This is an optimization exercise on Yosys and OpenROAD, whose aim is a short achievable clock period and few clock cycles per item, not a production implementation. In this exercise RTL edits were held to simulation tests only and were not proved equivalent to the original.

==> 07-04: inputs <==
==> flow/design.v (excerpt) <==
module rv_int_core #(
    parameter int XLEN = 32
) (
    input  logic                            clk,
    input  logic                            rst,
    input  logic                            in_valid,
    output logic                            in_ready,
    input  logic [rv_int_pkg::INSTR_W-1:0]  in_instr,
    output logic                            out_valid,
    input  logic                            out_ready,
    output rv_int_pkg::reg_addr_t           out_rd,
    output logic [XLEN-1:0]                 out_data,
    output logic                            out_illegal
);
export LEC_CHECK = 0
export CAP_MARGIN = 20
export CORE_MARGIN = 2
export CORE_UTILIZATION = 40
export SETUP_SLACK_MARGIN = 2.5
export SLEW_MARGIN = 20
create_clock -name core_clock -period 5.0 [get_ports {clk}]
run.sh (not shown) runs the stock make flow with config.mk's settings and CLKGATE_MAP_FILE= SYNTH_SCRIPT=/design/flow/synth_recipe.tcl, a recipe that flattens the netlist after the stock synthesis.
==> 02-22: changes against 07-04 <==
--- a/flow/design.v
+++ b/flow/design.v
@@ -189,16 +189,14 @@
             if (push) wp <= wp + 1'b1;
             cnt <= cnt + push - pop;
         end
     end
     always_ff @(posedge clk) begin
-        if (pop)
-            head <= second;
-        else if (ov)
-            head <= fifo[rp];
-        else
+        if (!ov)
             head <= in_ent;
+        else if (out_ready)
+            head <= second;
         if (push) fifo[wp] <= in_ent;
     end
     assign out_valid   = ov;
     assign out_illegal = head[EW-1];
     assign out_rd      = head[EW-2:XLEN];
@@ -216,11 +214,11 @@
     input  logic                            out_ready,
     output rv_int_pkg::reg_addr_t           out_rd,
     output logic [XLEN-1:0]                 out_data,
     output logic                            out_illegal
 );
-    localparam int LW  = 17;          
+    localparam int LW  = 16;          
     localparam int UW  = XLEN - LW;   
     localparam int CAP = 8;           
     logic       rdy_q;
     logic       hold_q;
     logic [3:0] occ;
@@ -228,14 +226,12 @@
     logic       pop;
     logic       full_nx;
     logic       haz;
     logic        iv;
     logic [31:0] ir;
-    logic [31:0] sel1;          
-    logic [31:0] sel2;
-    logic [XLEN-1:0] rf1, rf2;      
-    logic [XLEN-1:0] i_rf1, i_rf2;  
+    logic [31:0] oh1;
+    logic [31:0] oh2;
     logic        i_slt_we;      
     assign in_ready = rdy_q;
     assign acc      = in_valid && rdy_q;
     assign pop      = out_valid && out_ready;
     assign haz = iv && i_slt_we &&
@@ -253,11 +249,11 @@
             full_nx = occ >= 4'(CAP);
     end
     always_ff @(posedge clk or posedge rst) begin
         if (rst) begin
             occ    <= '0;
-            rdy_q  <= 1'b0;
+            rdy_q  <= 1'b1;
             hold_q <= 1'b0;
         end else begin
             occ    <= occ + acc - pop;
             hold_q <= acc && haz;
             rdy_q  <= !full_nx && !(acc && haz);
@@ -285,55 +281,51 @@
     end
     logic [31:0]            src;
     rv_int_pkg::reg_addr_t  n_rs1, n_rs2;
     logic                   n_imm;
     logic                   i_we;
-    logic                   h1a, h2a, h3a, h4a, h5a, h1b, h2b, h3b, h4b, h5b;
-    logic                   s_fa, s_2a, s_2an, s_3a, s_3ah, s_4a, s_5a, s_rfa, s_l2a;
-    logic                   s_fb, s_2b, s_2bn, s_3b, s_3bh, s_4b, s_5b, s_rfb, s_l2b, s_imm;
+    logic                   h1a, h2a, h3a, h4a, h1b, h2b, h3b, h4b;
+    logic                   s_fa, s_2a, s_2an, s_3a, s_3ah, s_4a, s_rfa, s_l2a;
+    logic                   s_fb, s_2b, s_2bn, s_3b, s_3bh, s_4b, s_rfb, s_l2b, s_imm;
     assign src   = hold_q ? park : in_instr;
-    assign sel1  = 32'd1 << n_rs1;
-    assign sel2  = 32'd1 << n_rs2;
     assign n_rs1 = src[rv_int_pkg::RS1_MSB:rv_int_pkg::RS1_LSB];
     assign n_rs2 = src[rv_int_pkg::RS2_MSB:rv_int_pkg::RS2_LSB];
     assign n_imm = src[rv_int_pkg::OPC_MSB:rv_int_pkg::OPC_LSB] == rv_int_pkg::OPC_IMM;
     assign i_we  = iv && i_legal && (ir[rv_int_pkg::RD_MSB:rv_int_pkg::RD_LSB] != '0);
     assign h1a   = i_we && (n_rs1 == ir[rv_int_pkg::RD_MSB:rv_int_pkg::RD_LSB]);
     assign h2a   = x_we && (n_rs1 == x_rd);
     assign h3a   = y_we && (n_rs1 == y_rd);
     assign h4a   = r_we && (n_rs1 == r_rd);
-    assign h5a   = wwe && (n_rs1 == wrd);
     assign h1b   = !n_imm && i_we && (n_rs2 == ir[rv_int_pkg::RD_MSB:rv_int_pkg::RD_LSB]);
     assign h2b   = !n_imm && x_we && (n_rs2 == x_rd);
     assign h3b   = !n_imm && y_we && (n_rs2 == y_rd);
     assign h4b   = !n_imm && r_we && (n_rs2 == r_rd);
-    assign h5b   = !n_imm && wwe && (n_rs2 == wrd);
     always_ff @(posedge clk) begin
         s_fa  <= h1a;
         s_2a  <= !h1a && h2a;
         s_2an <= !h1a && h2a && !x_slt;
         s_l2a <= !h1a && h2a && x_slt;
         s_3a  <= !h1a && !h2a && h3a;
         s_3ah <= !h1a && !h2a && h3a && !y_slt;
         s_4a  <= !h1a && !h2a && !h3a && h4a;
-        s_5a  <= !h1a && !h2a && !h3a && !h4a && h5a;
-        s_rfa <= !h1a && !h2a && !h3a && !h4a && !h5a;
+        s_rfa <= !h1a && !h2a && !h3a && !h4a;
         s_imm <= n_imm;
         s_fb  <= h1b;
         s_2b  <= !h1b && h2b;
         s_2bn <= !h1b && h2b && !x_slt;
         s_l2b <= !h1b && h2b && x_slt;
         s_3b  <= !h1b && !h2b && h3b;
         s_3bh <= !h1b && !h2b && h3b && !y_slt;
         s_4b  <= !h1b && !h2b && !h3b && h4b;
-        s_5b  <= !h1b && !h2b && !h3b && !h4b && h5b;
-        s_rfb <= !n_imm && !h1b && !h2b && !h3b && !h4b && !h5b;
+        s_rfb <= !n_imm && !h1b && !h2b && !h3b && !h4b;
     end
     always_ff @(posedge clk) begin
         ir  <= hold_q ? park : in_instr;
-        i_rf1 <= rf1;
-        i_rf2 <= rf2;
+        oh1 <= 32'd1 << (hold_q ? park[rv_int_pkg::RS1_MSB:rv_int_pkg::RS1_LSB]
+                                : in_instr[rv_int_pkg::RS1_MSB:rv_int_pkg::RS1_LSB]);
+        oh2 <= 32'd1 << (hold_q ? park[rv_int_pkg::RS2_MSB:rv_int_pkg::RS2_LSB]
+                                : in_instr[rv_int_pkg::RS2_MSB:rv_int_pkg::RS2_LSB]);
     end
     logic                   xv, x_we, x_ill, x_slt;
     rv_int_pkg::reg_addr_t  x_rd;
     logic                   x_inv, x_or, x_and, x_arith;
     logic [LW-1:0]          x_xa_lo, x_b_lo;       
@@ -350,18 +342,18 @@
     logic [XLEN-1:0]        rres;
     logic                   wv, wwe, w_ill;
     logic [31:0]            w_sel;                 
     rv_int_pkg::reg_addr_t  wrd;
     logic [XLEN-1:0]        wdata;
-    logic [XLEN-1:0]        w2data;
     logic [LW-1:0]          e1_s, e1_sn;           
     logic                   e1_co;
     logic [UW-1:0]          e2_s, e2_sn;           
     logic                   less;                  
     logic                   d_legal, d_imm, d_add, d_sub, d_slt, d_or, d_and, d_inv;
     rv_int_pkg::reg_addr_t  d_rd;
     logic [XLEN-1:0]        d_immv;
+    logic [XLEN-1:0]        rf1, rf2;
     logic                   d_we;
     logic [XLEN-1:0]        ea, eb;                
     logic                   ea_ok;                 
     logic [LW-1:0]          n_xa_lo, n_b_lo;
     logic [UW-1:0]          n_xa_hi, n_b_hi;
@@ -383,30 +375,28 @@
     register_file #(
         .XLEN(XLEN)
     ) u_register_file (
         .clk      (clk),
         .rst      (rst),
-        .rd_sel1  (sel1),
-        .rd_sel2  (sel2),
+        .rd_sel1  (oh1),
+        .rd_sel2  (oh2),
         .wr_sel   (w_sel),
         .wr_data  (wdata),
         .rd_data1 (rf1),
         .rd_data2 (rf2)
     );
     assign ea = ({XLEN{s_2an}} & {{UW{1'b0}}, y_l})
               | ({XLEN{s_3ah}} & rres)
               | ({XLEN{s_3a}}  & {{UW{1'b0}}, rres[LW-1:0]})
               | ({XLEN{s_4a}}  & wdata)
-              | ({XLEN{s_5a}}  & w2data)
-              | ({XLEN{s_rfa}} & i_rf1);
+              | ({XLEN{s_rfa}} & rf1);
     assign eb = ({XLEN{s_imm}} & d_immv)
               | ({XLEN{s_2bn}} & {{UW{1'b0}}, y_l})
               | ({XLEN{s_3bh}} & rres)
               | ({XLEN{s_3b}}  & {{UW{1'b0}}, rres[LW-1:0]})
               | ({XLEN{s_4b}}  & wdata)
-              | ({XLEN{s_5b}}  & w2data)
-              | ({XLEN{s_rfb}} & i_rf2);
+              | ({XLEN{s_rfb}} & rf2);
     assign ea_ok = !s_fa && !s_l2a;
     assign n_xa_lo = ({LW{ea_ok}} & (ea[LW-1:0] ^ {LW{d_inv}}))
                    | ({LW{s_fa && !d_inv}} & e1_s)
                    | ({LW{s_fa && d_inv}}  & e1_sn)
                    | ({LW{s_l2a}} & {{(LW-1){d_inv}}, less ^ d_inv});
@@ -475,17 +465,17 @@
         y_b_hi  <= ({UW{x_fb}} & e2_s) | ({UW{!x_fb}} & x_b_hi);
     end
     logic unused_e2co;
     logic e2_cmsb, e2_pmsb;
     logic sa, sb;                    
-    execute_stage #(.W(UW), .L(4)) u_hi (
+    execute_stage #(.W(UW), .L(5)) u_hi (
         .a(y_xa_hi), .b(y_b_hi), .cin(y_co), .inv(y_inv),
         .ge(y_arith || y_slt), .arith(y_arith), .s_and(y_and), .s_or(y_or),
         .s(e2_s), .sn(e2_sn), .co(unused_e2co), .c_msb(e2_cmsb), .p_msb(e2_pmsb));
     assign sa   = !y_xa_hi[UW-1];
     assign sb   = y_b_hi[UW-1];
-    assign less = (sa && !sb) || (sa && e2_cmsb) || (!sb && e2_cmsb);
+    assign less = (sa ^ sb) ? sa : !(e2_pmsb ^ e2_cmsb);
     always_ff @(posedge clk or posedge rst) begin
         if (rst) begin
             rv    <= 1'b0;
             r_we  <= 1'b0;
             r_ill <= 1'b0;
@@ -513,11 +503,10 @@
     end
     always_ff @(posedge clk) begin
         wrd   <= r_rd;
         wdata <= r_slt ? {{UW{1'b0}}, rres[LW-1:0]} : rres;
         w_sel <= r_we ? (32'd1 << r_rd) : 32'd0;
-        w2data <= wdata;
     end
     result_stage #(
         .XLEN  (XLEN),
         .DEPTH (CAP),
         .PW    (3)
==> comparison table <==
	02-22	07-04
Status	timing/DRC/antenna clean	did not finish
Stage where the flow stopped	-	global routing (5_1_grt)
Number of standard-cell rows in the floorplan	160	164
DPL Wire Length	192.9 mm	180.9 mm
Die span in y	442.0 um	453.1 um
Count of warnings emitted by yosys	7	10
Initial core utilization	0.4030	0.4033
Number of instances in the placed design	8138	8648
Mux contribution to synthesized area	0.1794	0.2007
Die Span X	442.0 um	453.1 um
EDFF count, synth	374	336
Share of synthesized cell area in full adder, half adder and majority cells	0.004370	0.003923
Share of the yosys chip area belonging to registers	0.5696	0.5460
Post-Place Cell Area	80980 um^2	85480 um^2
Placement-stage worst setup slack	1402 ps	729.4 ps
Share of the synthesized netlist area taken by xor and xnor gates	0.02149	0.02096
Post-Synthesis Cell Area	76730 um^2	80690 um^2
Testbench counts of 07-04, summed over its fixed seeds: cycles 12,386, items 12,000.
Testbench counts of 02-22, summed over its fixed seeds: cycles 12,378, items 12,000.

[port drivers added, routing unchanged]
The results above use ideal ports. As a check the final layout listed here was re-extracted and re-timed, cells and wires unchanged. Step 1, drivers: a clkbuf_16 drives clk and a buf_2 each remaining input, both assumed. Step 2 adds t to the input delays and takes it off the output delays; t is the mean of the earliest and latest rising clock arrival at the registers after step 1. Input paths then give back, and output paths get back, about the clock's delay inside the block. Slacks: ideal / step 1 / step 2; pairs: ideal / step 1.
run: 02-22
t, ns: 0.929
setup slack, ns: 2.243 / 2.243 / 1.764
worst setup path at the end: input to register
slew at the worst register clock pin (ns): 0.07 / 0.07
After both steps setup and hold are still met in 02-22. The setup slack of 02-22 moves by 0.000 ns with the drivers and by -0.479 ns with both steps.
